Context: an optimization exercise on an open-source flow, tuned for small area, a short achievable clock period and few clock cycles. The choices shown serve that exercise and are no tape-out recipe.
At most, simulation tests tie the RTL to the original design; equivalence was not proved.
No functional check of the RTL was part of run 1.
Power is estimated from default activity; no workload was simulated.

$ cat config.mk
export PLATFORM = sky130hd
export DESIGN_NAME = snow_column_top
export DESIGN_NICKNAME = snow_column_top
export VERILOG_FILES = /design/flow/design.v
export SDC_FILE = /design/flow/constraint.sdc
export NUM_CORES = 4
export LEC_CHECK = 0
export CAP_MARGIN = 20
export CORE_MARGIN = 2
export CORE_UTILIZATION = 40
export SLEW_MARGIN = 20
$ cat constraint.sdc
create_clock -name core_clock -period 22.0 [get_ports {clk}]
set_input_delay 4.4000 -clock core_clock [delete_from_list [all_inputs] [get_ports {clk}]]
set_output_delay 4.4000 -clock core_clock [all_outputs]
set_load 0.01 [all_outputs]
$ cat design.v
`default_nettype none
package snow_pkg;
	typedef logic signed [17:0] fx_t;
	typedef logic [3:0] cell_addr_t;
	typedef logic [2:0] wb_addr_t;
	typedef logic [31:0] wb_data_t;
	localparam int NUM_CELLS = 10;
	localparam cell_addr_t SEED_CELL = 4'd4;
	localparam fx_t FX_ONE = 18'sb01_0000000000000000;
	localparam fx_t FX_SIXTH = 18'sb00_0010101010101010;
	localparam wb_addr_t REG_CTRL = 3'd0;
	localparam wb_addr_t REG_ALPHA = 3'd1;
	localparam wb_addr_t REG_BETA = 3'd2;
	localparam wb_addr_t REG_GAMMA = 3'd3;
	localparam wb_addr_t REG_STEP = 3'd4;
	localparam wb_addr_t REG_CELL = 3'd5;
	localparam wb_addr_t REG_LAST_U = 3'd6;
	localparam wb_addr_t REG_LAST_V = 3'd7;
	typedef enum logic [2:0] {SEED, IDLE, FETCH, WAIT_READ, SOLVE, COMMIT} sweep_state_t;
	function automatic fx_t fx_mult(input fx_t a, input fx_t b);
		logic signed [35:0] prod;
		prod = a * b;
		fx_mult = {prod[35], prod[32:16]};
	endfunction
endpackage
`default_nettype wire
`timescale 1ns/100ps
`default_nettype none
module snow_column_top
(
	input wire clk,
	input wire rst,
	input wire wb_cyc,
	input wire wb_stb,
	input wire wb_we,
	input snow_pkg::wb_addr_t wb_adr,
	input snow_pkg::wb_data_t wb_wdata,
	output snow_pkg::wb_data_t wb_rdata,
	output logic wb_ack
);
	typedef logic signed [17:0] fx_t;
	logic req, wr_req, rd_req;
	logic [17:0] h_alpha, h_beta, h_gamma;
	logic pending;
	logic restart_q;
	assign req = wb_cyc && wb_stb && !wb_ack;
	assign wr_req = req && wb_we;
	assign rd_req = req && !wb_we;
	logic [16:0] c_alpha;       
	fx_t c_beta, c_gamma;
	fx_t c_sixth;               
	logic [18:0] ring [0:9];    
	logic [18:0] prev;
	logic [18:0] last;
	logic [3:0] last_idx;
	logic [3:0] k;
	logic [15:0] sweep;
	logic seeding;
	logic [3:0] cnt;
	logic signed [16:0] acc1;   
	logic signed [18:0] acc2;   
	logic [18:0] dsh;           
	function automatic fx_t u_of(input logic [18:0] c);
		u_of = c[18] ? 18'sd0 : fx_t'(c[17:0]);
	endfunction
	function automatic fx_t v_of(input logic [18:0] c);
		v_of = c[18] ? fx_t'(c[17:0]) : 18'sd0;
	endfunction
	function automatic logic fz_of(input logic [18:0] c);
		fz_of = !c[17] && c[16];
	endfunction
	logic vcommit, rcommit, commit, shift;
	logic ready, vready;
	assign vcommit = vready;
	assign rcommit = ready && pending;
	assign commit = vcommit || rcommit;
	assign shift = seeding || rcommit;
	logic [18:0] seed;
	logic seed_v;
	fx_t vsum;
	assign seed_v = (cnt == 4'd3) || (cnt == 4'd4) || (cnt == 4'd5);
	assign seed = seed_v ? {1'b1, vsum} : {1'b0, c_beta};
	fx_t ub, ut, vert;
	logic signed [18:0] sum1;
	fx_t xs, dlt;
	assign ub = (k == 4'd9) ? c_beta : u_of(ring[0]);
	assign ut = (k == 4'd8 || seeding) ? c_beta : u_of(ring[2]);
	assign vert = ut + ub + c_beta;
	assign sum1 = acc1 + vert;
	assign xs = fx_t'(acc1 >>> 1);
	assign dlt = xs + c_sixth - u_of(ring[1]);
	logic [2:0] win;
	logic signed [19:0] a20, mag, pp;
	logic signed [18:0] acc_in;
	logic signed [18:0] sum2;
	assign win = commit ? {dlt[1:0], 1'b0} : dsh[2:0];
	assign a20 = {{3{c_alpha[16]}}, c_alpha};
	always_comb begin
		case (win)
			3'b001, 3'b010, 3'b101, 3'b110: mag = a20;
			3'b011, 3'b100: mag = a20 <<< 1;
			default: mag = '0;
		endcase
		pp = win[2] ? -mag : mag;
	end
	assign acc_in = commit ? 19'sd0 : (acc2 >>> 2);
	assign sum2 = acc_in + pp[18:0];
	fx_t fxp, u0, v0, raw, un, veff, s_new;
	logic hit;
	logic [18:0] result;
	assign fxp = {acc2[18], acc2[16:0]};
	assign u0 = u_of(ring[0]);
	assign v0 = !seeding ? v_of(ring[0]) : (cnt == 4'd4) ? 18'sh10000 : c_beta;
	assign raw = u0 + fxp;
	assign un = (!raw[17] && raw[16]) ? 18'sh10000 : raw;
	assign vsum = v0 + c_gamma;
	assign veff = (!vsum[17] && vsum[16]) ? 18'sh10000 : vsum;
	assign s_new = un + veff;
	assign hit = fz_of(ring[0]) || ((k != 4'd0) && fz_of(prev)) || ((k != 4'd9) && fz_of(ring[1]));
	assign result = {hit, s_new};
	fx_t lu, lv;
	assign lu = u_of(last);
	assign lv = v_of(last);
	always_ff @(posedge clk) begin
		if (rst) begin
			wb_ack <= 1'b0;
			restart_q <= 1'b1;
			h_alpha <= '0;
			h_beta <= '0;
			h_gamma <= '0;
			pending <= 1'b0;
		end else begin
			wb_ack <= req;
			restart_q <= wr_req && (wb_adr == snow_pkg::REG_CTRL) && wb_wdata[0];
			if (wr_req) begin
				case (wb_adr)
					snow_pkg::REG_ALPHA: h_alpha <= wb_wdata[17:0];
					snow_pkg::REG_BETA: h_beta <= wb_wdata[17:0];
					snow_pkg::REG_GAMMA: h_gamma <= wb_wdata[17:0];
					default: ;
				endcase
			end
			if (wr_req && (wb_adr == snow_pkg::REG_STEP) && wb_wdata[0]) begin
				pending <= 1'b1;
			end else if (rcommit) begin
				pending <= 1'b0;
			end
		end
		case (wb_adr)
			snow_pkg::REG_ALPHA: wb_rdata <= {14'd0, h_alpha};
			snow_pkg::REG_BETA: wb_rdata <= {14'd0, h_beta};
			snow_pkg::REG_GAMMA: wb_rdata <= {14'd0, h_gamma};
			snow_pkg::REG_STEP: wb_rdata <= {31'd0, pending};
			snow_pkg::REG_CELL: wb_rdata <= {sweep, 7'd0, fz_of(last), 4'd0, last_idx};
			snow_pkg::REG_LAST_U: wb_rdata <= {{14{lu[17]}}, lu};
			snow_pkg::REG_LAST_V: wb_rdata <= {{14{lv[17]}}, lv};
			default: wb_rdata <= '0;
		endcase
		if (rst) begin
			last <= '0;
			last_idx <= '0;
		end else if (rcommit) begin
			last <= result;
			last_idx <= k;
		end
		if (restart_q) begin
			c_alpha <= h_alpha[17:1];
			c_beta <= h_beta;
			c_gamma <= h_gamma;
		end
		if (rst || restart_q) begin
			seeding <= 1'b1;
			ready <= 1'b0;
			vready <= 1'b0;
			cnt <= '0;
			k <= 4'd9;
			sweep <= '0;
		end else begin
			if (commit) begin
				cnt <= '0;
			end else if (seeding || cnt != 4'd8) begin
				cnt <= cnt + 4'd1;
			end
			if (vcommit) begin
				seeding <= 1'b0;
			end
			ready <= !commit && !seeding && (ready || cnt == 4'd7);
			vready <= seeding && cnt == 4'd8;
			if (commit) begin
				k <= (k == 4'd9) ? 4'd0 : k + 4'd1;
			end
			if (rcommit) begin
				if (k == 4'd9) begin
					sweep <= sweep + 16'd1;
				end
			end
		end
		if (shift) begin
			for (int i = 0; i < 9; i++) begin
				ring[i] <= ring[i + 1];
			end
			ring[9] <= seeding ? seed : result;
			prev <= ring[0];
		end
		if (seeding && cnt == 4'd7) begin
			c_sixth <= xs;
		end
		if (restart_q || commit) begin
			acc1 <= '0;
		end else if (cnt <= 4'd6) begin
			acc1 <= 17'(sum1 >>> 2);
		end
		if (commit || cnt <= 4'd7) begin
			acc2 <= sum2;
		end
		dsh <= commit ? {dlt[17], dlt[17], dlt[17:1]} : {dsh[18], dsh[18], dsh[18:2]};
	end
endmodule
`default_nettype wire
$ cat run.sh
#!/bin/bash
# synth_recipe.tcl (not shown) runs the flow's synth.tcl, then flattens the netlist and writes it again
# the make line also repeats each setting of config.mk as NAME=value (left out here)
make -C /OpenROAD-flow-scripts/flow DESIGN_CONFIG=/design/flow/config.mk WORK_HOME=/design/flow/orfs CLKGATE_MAP_FILE= SYNTH_SCRIPT=/design/flow/synth_recipe.tcl finish
==> impl_results.md, run 1 <==
* Routability cong. at approximately 0.97
* Clk network pwr share at 28.4%
* First-pass GRT wire length at 90,830 µm
* Initial Util at 40.45%
* Syn Area/Cell at 10.43 µm²
* Main synth FF type: edfxtp_1
* CP Launch Type: flip-flop
* Pwr/cell area at 108.7 nW/µm²
* Synth Area in Adders at 10.23%
* Number of global-route vias before repair at 15,680
* Period minus WS final at between 7 and 8 ns
* Synth top area cells: edfxtp_1 (36%), dfxtp_1 (15%), ha_1 (6.9%), a21oi_1 (4.5%), nand2_1 (4.4%)
* Internal power at ~0.0019 W
* RSZ-0062 raised after global routing: no
* Number of library cell types mapped by synthesis at 75
* Setup Skew at 0.01834 ns
* Worst path arrival time at 7.71 ns
* Static leakage at around 11 nW
* Largest net degree at the start of global routing at 89
* Max Cap Violations at 0
* Most common cell after layout, fill and taps aside: edfxtp_1
* Crit path capture type: flip-flop
* Period utilisation layout at 33.79%
* CTS Hold Buffers Added at 0
* Post-synth EDFFs at 281
* Post-synthesis sequential area ratio at 51.10%
* Synth Area in Compound Gates at 13.89%
* Clock Tree Buf Depth at 3
* Initial antenna violation count at 0
* Clock-pin slew on the worst setup and hold paths at ~0.060 ns
* Via count at 16,340
* Drt wl/cell at 19.26 µm
* Fin Setup TNS at 0 ns
* Die Span X at 245.3 µm
* Slowest stage delay, CP at approximately 0.50 ns
* Worst vdd ir at 51.07 µV
* Switching Share at 34.41%
* Avg Vias per Cell at 5.311
* Reg power frac at 35.7%
* DP HPWL at 44,350 µm
* Pre-CTS WS at 14.73 ns
* Pwr Total at roughly 0.0029 W
* Fmax at 134.5 MHz
* CTS buffer count at 48
* Yosys top cell area share at 36.23%
* DR DRC count at 0
* N_diodes at 0
* Num rows at 88
* Placed standard-cell area at 24,660 µm²
* Fillers at 5,377
* Slew HR at a little over a third
* Placeable core area at 57,590 µm²
* Worst-Margin Slew at 0.9715 ns
* Slew Limit Fails at 0
* Post-CTS Resized at 0
* Req. time, crit path at roughly 22 ns
* Hold Path Class: reg -> reg
* Post-Synthesis Cells at 2,233
* Post-CTS setup buffers at 0
* Netlist Area Pre-Place at around 23,000 µm²
* Simple-gate share of the synthesized area at 13.89%
* Most frequent cells in the layout: edfxtp_1 (281), nand2_1 (275), a21oi_1 (208)
* Initial drt markers at 1,086
* Setup CP Type: reg -> reg
* Asr flop ratio synth at 0%
* CTS tree: yes
* Yosys warns at 2
* Port buffer count at just under 60
* Ports at 73
* Die area at ~60,000 µm²
* Largest family of logic cells by synthesized area: simple AND/OR/NAND/NOR gates
* Crit-path most repeated cell: a21oi_1
* Fin area at 26,240 µm²
* Routed Antenna Nets at 0
* Final number of hold-violating endpoints at 0
* Clock latency (worst-skew pair) at 0.58 ns
* Synth area leader: edfxtp_1
* Max FO, Critical Path at 33
* CP max stage cell: inv_1
* Mux contribution to synthesized area at around 2.0%
* Final-report setup violation count at 0
* Grt ovf at 0
* Outcome: timing/DRC/antenna clean
* Layout Area Growth over Synthesis at 12.67%
* DR pass1 iterations at 5
* Cells on Worst Hold Path at 0
* Final WL at 59,240 µm
* Layout cells sized above 1 at around 6%
* Clock sinks at 454
* Reg2Reg Depth at 29
* Syn_nets at 2,440
* Nets at ~2,500
* XOR/XNOR Fraction of Synth Area at 5.136%
* H-Tree Depth at 2
* Combinational Power Share at 35.9%
* Post-synthesis register bit count at 454
* Worst Slack Setup Final at approximately 15 ns
* Tot GR Track Use at 19.68%
* CTS Root Cell: clkbuf_16
* Sw power at between 0.0009 and 0.001 W
* Die Y at 245.3 µm
-- registers in the layout, indices dropped and copies added, names as in the netlist, 2 cells and up --
register / flops
c_sixth: 16
last: 19
h_beta: 18
h_alpha: 18
c_alpha: 17
k: 4
dsh: 18
sweep: 16
ring: 190
cnt: 4
acc1: 17
h_gamma: 18
prev: 2
last_idx: 4
c_gamma: 18
c_beta: 18
wb_rdata: 32
acc2: 19
-- layer usage --
layer	global-route usage [%]	vias up	wire, µm	part of all wire (%)
li1	-	7975	-	-
met1	26.93	7877	27280	46
met2	31.97	396	27350	46
met3	2.707	88	2606	4.4
met4	6.940	0	1996	3.4
met5	0	-	0	0
-- metrics by stage --
stage          hold slack, ns  instances  utilization [%]
2_1_floorplan          0.3918       2233                -
3_3_place_gp           0.4002       2990            42.83
3_5_place_dp           0.4045       2990            42.83
4_1_cts                0.4134       3076            45.57
5_1_grt                0.4182       3076            45.57
6_report               0.4090       3076            45.57
-- power by group through the flow --
stage	logic, W	clock network (W)	registers (W)
after floorplan	0.000762	0	0.00102
after global placement	0.000989	0	0.00104
after detailed placement	0.00100	0	0.00104
after CTS	0.00101	0.000830	0.00102
after global routing	0.00113	0.000863	0.00103
final	0.00102	0.000811	0.00102
-- final timing paths --
path / from / end / slack (ns)
max: seeding$_SDFFE_PP1P_ / ring[9][14]$_DFFE_PP_ / 14.57
min: ring[4][18]$_DFFE_PP_ / ring[3][18]$_DFFE_PP_ / 0.41
max reg2reg: seeding$_SDFFE_PP1P_ / ring[9][14]$_DFFE_PP_ / 14.57
min reg2reg: ring[4][18]$_DFFE_PP_ / ring[3][18]$_DFFE_PP_ / 0.41
-- cell usage after synthesis, types with 5 or more instances --
library cell	n
a211oi_1	16
nand3_1	27
fa_1	39
or2_2	7
edfxtp_1	281
and2_1	22
xnor2_1	76
o211ai_1	6
and3_1	20
nor4_1	8
inv_1	143
a21o_1	41
mux2_2	16
nor3b_1	24
buf_2	5
dfxtp_1	173
nor3_1	28
clkbuf_1	71
o31ai_1	7
nor2_1	140
o21bai_1	12
ha_1	128
nand4_1	11
a21oi_1	208
o21ai_0	94
a31oi_1	13
a21boi_0	6
nand2b_1	26
a22o_1	23
or3_1	13
nor2b_1	62
buf_1	11
o21a_1	16
nand2_1	276
a22oi_1	28
xor2_1	58
mux2i_1	26
a41oi_1	6
-- cell families (layout without fill, tap and decap cells) --
family / count (synthesis) / after routing
muxes: 43 / 43
buffers and inverters: 233 / 311
AOI/OAI and AO/OA: 518 / 518
DFF: 454 / 454
and+or+nand+nor: 683 / 683
adders and majority gates: 167 / 167
xor gates and xnor gates: 135 / 135
-- worst max-delay path: cells and delay by family (launching register included) --
kind	cells	cell delay, ns
AO/OA/AOI/OAI	15	3.44
XOR/XNOR	1	0.28
adder cells (fa/ha/maj)	4	1.23
buffers and inverters	3	0.80
flip-flops	1	0.30
multiplexers	1	0.42
AND/OR/NAND/NOR	5	0.64
-- layout make-up --
cell class                      instances  area, µm²  share of cell area (%)
Clock inverter                         21      254.0                  0.9679
Clock buffer                           65       1325                   5.049
Inverter                              144      540.5                   2.060
Timing Repair Buffer                   81      748.2                   2.851
Tap cell                              765      957.2                   3.647
Multi-Input combinational cell       1546      10520                   40.07
Sequential cell                       454      11900                   45.36
==> run 2: changes to the inputs <==
--- a/design.v
+++ b/design.v
@@ -71,14 +71,20 @@
 	endfunction
 	logic vcommit, rcommit, commit, shift;
-	logic ready, vready;
-	assign vcommit = vready;
-	assign rcommit = ready && pending;
+	assign vcommit = seeding && (cnt == 4'd9);
+	assign rcommit = !seeding && pending && (cnt == 4'd8);
 	assign commit = vcommit || rcommit;
 	assign shift = seeding || rcommit;
 	logic [18:0] seed;
-	logic seed_v;
-	fx_t vsum;
-	assign seed_v = (cnt == 4'd3) || (cnt == 4'd4) || (cnt == 4'd5);
-	assign seed = seed_v ? {1'b1, vsum} : {1'b0, c_beta};
+	fx_t beta_gamma;
+	assign beta_gamma = c_beta + c_gamma;
+	always_comb begin
+		if (cnt == 4'd4) begin
+			seed = {1'b1, c_gamma[17:16] + 2'd1, c_gamma[15:0]};
+		end else if (cnt == 4'd3 || cnt == 4'd5) begin
+			seed = {1'b1, beta_gamma};
+		end else begin
+			seed = {1'b0, c_beta};
+		end
+	end
 	fx_t ub, ut, vert;
 	logic signed [18:0] sum1;
@@ -106,10 +112,10 @@
 	assign acc_in = commit ? 19'sd0 : (acc2 >>> 2);
 	assign sum2 = acc_in + pp[18:0];
-	fx_t fxp, u0, v0, raw, un, veff, s_new;
+	fx_t fxp, u0, v0, raw, un, vsum, veff, s_new;
 	logic hit;
 	logic [18:0] result;
 	assign fxp = {acc2[18], acc2[16:0]};
 	assign u0 = u_of(ring[0]);
-	assign v0 = !seeding ? v_of(ring[0]) : (cnt == 4'd4) ? 18'sh10000 : c_beta;
+	assign v0 = v_of(ring[0]);
 	assign raw = u0 + fxp;
 	assign un = (!raw[17] && raw[16]) ? 18'sh10000 : raw;
@@ -125,5 +131,5 @@
 		if (rst) begin
 			wb_ack <= 1'b0;
-			restart_q <= 1'b1;
+			restart_q <= 1'b0;
 			h_alpha <= '0;
 			h_beta <= '0;
@@ -157,20 +163,17 @@
 			default: wb_rdata <= '0;
 		endcase
-		if (rst) begin
-			last <= '0;
-			last_idx <= '0;
-		end else if (rcommit) begin
-			last <= result;
-			last_idx <= k;
-		end
-		if (restart_q) begin
-			c_alpha <= h_alpha[17:1];
-			c_beta <= h_beta;
-			c_gamma <= h_gamma;
-		end
 		if (rst || restart_q) begin
+			if (rst) begin
+				c_alpha <= '0;
+				c_beta <= '0;
+				c_gamma <= '0;
+				last <= '0;
+				last_idx <= '0;
+			end else begin
+				c_alpha <= h_alpha[17:1];
+				c_beta <= h_beta;
+				c_gamma <= h_gamma;
+			end
 			seeding <= 1'b1;
-			ready <= 1'b0;
-			vready <= 1'b0;
 			cnt <= '0;
 			k <= 4'd9;
@@ -185,10 +188,10 @@
 				seeding <= 1'b0;
 			end
-			ready <= !commit && !seeding && (ready || cnt == 4'd7);
-			vready <= seeding && cnt == 4'd8;
 			if (commit) begin
 				k <= (k == 4'd9) ? 4'd0 : k + 4'd1;
 			end
 			if (rcommit) begin
+				last <= result;
+				last_idx <= k;
 				if (k == 4'd9) begin
 					sweep <= sweep + 16'd1;
@@ -206,5 +209,5 @@
 			c_sixth <= xs;
 		end
-		if (restart_q || commit) begin
+		if (rst || restart_q || commit) begin
 			acc1 <= '0;
 		end else if (cnt <= 4'd6) begin
==> impl_results.md, run 2 <==
* Outcome: timing/DRC/antenna clean
* Static leakage at 11.10 nW (+4.9%)
* Slew Limit Fails at 0 (unchanged)
* Post-synthesis sequential area ratio at 49.21% (-1.9 points)
* Layout Area Growth over Synthesis at 12.18%
* XOR/XNOR Fraction of Synth Area at 4.914% (-0.22 points)
* Most common cell after layout, fill and taps aside: edfxtp_1
* Setup CP Type: reg -> reg
* CTS buffer count at 48 (unchanged)
* Reg with most FFs: ring
* Clock sinks at 452 (-0.44%)
* Flop2flop setup slack at 14.17 ns (-0.40 ns)
* Netlist Area Pre-Place at 24,570 µm² (+5.5%)
* Crit path capture type: flip-flop
* Routed Antenna Nets at 0 (unchanged)
* Die Y at 251.8 µm (+2.7%)
* Num rows at 90 (+2.3%)
* Tot GR Track Use at 18.16% (-1.5 points)
* N_diodes at 0 (unchanged)
* Critical path's top delay family: compound AO/OA/AOI/OAI gates
* CTS Hold Buffers Added at 0 (unchanged)
* Setup Skew at 0.01701 ns (-0.001336 ns)
* Synth Area in Compound Gates at 14.30% (+0.41 points)
* Largest registers: ring: 190 flops, wb_rdata: 32 flops
* Post-CTS Resized at 0 (unchanged)
* Initial drt markers at 1,145 (+5.4%)
* CTS Root Cell: clkbuf_16
* Worst-Margin Slew at 1.086 ns (+0.1148 ns)
* Asr flop ratio synth at 0% (unchanged)
* Placeable core area at 60,580 µm² (+5.2%)
* DR pass1 iterations at 5 (unchanged)
* Largest register FFs at 190 (unchanged)
* Syn Area/Cell at 10.30 µm² (-1.3%)
* Fin Setup TNS at 0 ns (unchanged)
* Slew HR at 26.91% (-8.3 points)
* Drt wl/cell at 17.76 µm (-7.8%)
* Routability cong. at 0.8480 (-12%)
* Period minus WS final at 7.829 ns (+0.3958 ns)
* Fin area at 27,560 µm² (+5.0%)
* Ports at 73 (unchanged)
* Yosys warns at 2 (unchanged)
* H-Tree Depth at 2 (unchanged)
* Final number of hold-violating endpoints at 0 (unchanged)
* Worst vdd ir at 63.39 µV (+24%)
* Mux contribution to synthesized area at 1.818% (-0.14 points)
* Port buffer count at 58 (unchanged)
* Post-Synthesis Cells at 2,386 (+6.9%)
* CP max stage cell: mux2i_1
* Post-synthesis register bit count at 452 (-0.44%)
* Synth area leader: edfxtp_1
* Max Cap Violations at 0 (unchanged)
* Die area at 63,430 µm² (+5.4%)
* Avg Vias per Cell at 5.290 (-0.39%)
* Main synth FF type: edfxtp_1
* Grt ovf at 0 (unchanged)
* Pwr Total at 0.003143 W (+10%)
* Slowest stage delay, CP at 0.53 ns (+0.03 ns)
* Yosys top cell area share at 37.15% (+0.92 points)
* Number of library cell types mapped by synthesis at 85 (+13%)
* Clock-pin slew on the worst setup and hold paths at 0.06 ns (about the same)
* Max FO, Critical Path at 50 (+52%)
* Post-CTS setup buffers at 0 (unchanged)
* Crit-path most repeated cell: ha_1
* Hold Path Class: reg -> reg
* Most frequent cell after synthesis: edfxtp_1
* Layout cells sized above 1 at 5.736% (-0.24 points)
* Req. time, crit path at 22.33 ns (+0.06 ns)
* Nets at 2,645 (+6.6%)
* First-pass GRT wire length at 91,400 µm (+0.63%)
* Top post-synthesis cells by count: edfxtp_1 (304), nand2_1 (265), a21oi_1 (180), inv_1 (171), dfxtp_1 (148)
* Clock Tree Buf Depth at 3 (unchanged)
* Synth Area in Adders at 10.58% (+0.35 points)
* Syn_nets at 2,609 (+6.9%)
* Worst path arrival time at 8.16 ns (+0.45 ns)
* RSZ-0062 raised after global routing: no
* Final WL at 57,540 µm (-2.9%)
* Placed standard-cell area at 25,930 µm² (+5.1%)
* Synth top area cells: edfxtp_1 (37%), dfxtp_1 (12%), ha_1 (7.3%), nand2_1 (4.0%), a21oi_1 (3.7%)
* Most frequent cells in the layout: edfxtp_1 (304), nand2_1 (265), a21oi_1 (180)
* Largest family of logic cells by synthesized area: simple AND/OR/NAND/NOR gates
* Pwr/cell area at 114.0 nW/µm² (+4.9%)
* DP HPWL at 42,810 µm (-3.5%)
* Initial antenna violation count at 0 (unchanged)
* CP Launch Type: flip-flop
* Final-report setup violation count at 0 (unchanged)
* Simple-gate share of the synthesized area at 15.01% (+1.1 points)
* DR DRC count at 0 (unchanged)
* Number of global-route vias before repair at 17,040 (+8.7%)
* Sum of buffers and inverters on the critical path at 5 (+2)
* CTS tree: yes
* Initial Util at 40.56% (+0.11 points)
* Fmax at 127.7 MHz (-5.1%)
* Largest net degree at the start of global routing at 99 (+11%)
* Via count at 17,140 (+4.9%)
* Period utilisation layout at 35.59% (+1.8 points)
* Die Span X at 251.8 µm (+2.7%)
* Clock latency (worst-skew pair) at 0.57 ns (about the same)
* Post-synth EDFFs at 304 (+8.2%)
## run 2: cell types whose count changed in the layout (fill, tap and decap cells not counted), sizes merged, moves of 11 or more
cell	delta
ha	+15
inv	+30
dfxtp	-25
nand2	-11
nor2b	+43
o21ai	+26
nor3	+15
edfxtp	+23
a21oi	-34
o211ai	+16
a22o	-16
and2	+28
## run 2: through the flow
stage               hold WS, ns  cells  setup WS [ns]  util, %
finish                   0.4114   3240          14.17    45.50
CTS                      0.4149   3239          14.24    45.48
detailed placement       0.4045   3153          14.26    42.79
global placement         0.4004   3153          14.36    42.79
floorplan                0.4003   2386          15.07        -
global route             0.4132   3240          13.61    45.50
## run 2: logic make-up after synthesis
| kind of cell | count (synthesis) |
|---|---|
| buf+inv | 267 |
| flops | 452 |
| mux | 43 |
| xor+xnor | 137 |
| compound gates | 548 |
| fa+ha+maj | 184 |
| simple gates | 755 |
## run 2: metal layers
metal  GRT usage, %  vias to the layer above  share of wire [%]
li1               -                     8484                  -
met1          24.62                     8158                 46
met2          29.83                      401                 46
met3          2.486                       97                4.7
met4          6.424                        0                3.4
met5              0                        -                  0
## run 2: power by group
| part | internal [W] | switching [W] |
|---|---|---|
| clock network | 0.000503 | 0.000332 |
| registers | 0.00105 | 0.0000694 |
| logic | 0.000492 | 0.000696 |
| total | 0.00205 | 0.00110 |
## run 2: area by class of cell
class,count,area (µm²)
well taps,782,978.4
clock inverters,24,277.8
inverters,172,645.6
fillers,5654,33020
multi-input cells,1667,11470
clock buffers,62,1351
repair buffers,81,750.7
flip-flops and latches,452,12090
## run 2: worst paths after layout
check / cells after the start / to / start
setup reg to reg: 28 / acc2[17]$_DFFE_PP_ / cnt[0]$_SDFFE_PP0P_
setup / recovery: 28 / acc2[17]$_DFFE_PP_ / cnt[0]$_SDFFE_PP0P_
hold reg to reg: 0 / ring[4][16]$_DFFE_PP_ / ring[5][16]$_DFFE_PP_
hold / removal: 0 / ring[4][16]$_DFFE_PP_ / ring[5][16]$_DFFE_PP_
Testbench counts of run 2, summed over its fixed seeds: cycles 34,008.

-- afterwards: timing with drivers on the ports --
In the flow no input, the clock included, has a driving cell. The finished layouts below were timed again as built, in two steps.
Step 1 sets driving cells, clkbuf_16 on the clock port and buf_2 on the other inputs (assumed; they add their load-dependent delay and slew).
Step 2 also shifts input and output timing later by t, the mid clock arrival at the registers, as if the neighbouring blocks saw the same clock.
Three values: ideal, step 1, step 2; two values: the first two.
run	t, ns	slack for setup (ns)	worst hold slack (ns)	latest minus earliest clock arrival (ns)	worst data-port slew with drivers (ns)
run 1	0.633	14.567 / 14.567 / 14.567	0.409 / 0.409 / 0.409	0.019 / 0.018	0.05
run 2	0.623	14.171 / 14.171 / 14.171	0.411 / 0.411 / 0.411	0.017 / 0.017	0.05
After both steps every run listed still meets setup and hold.
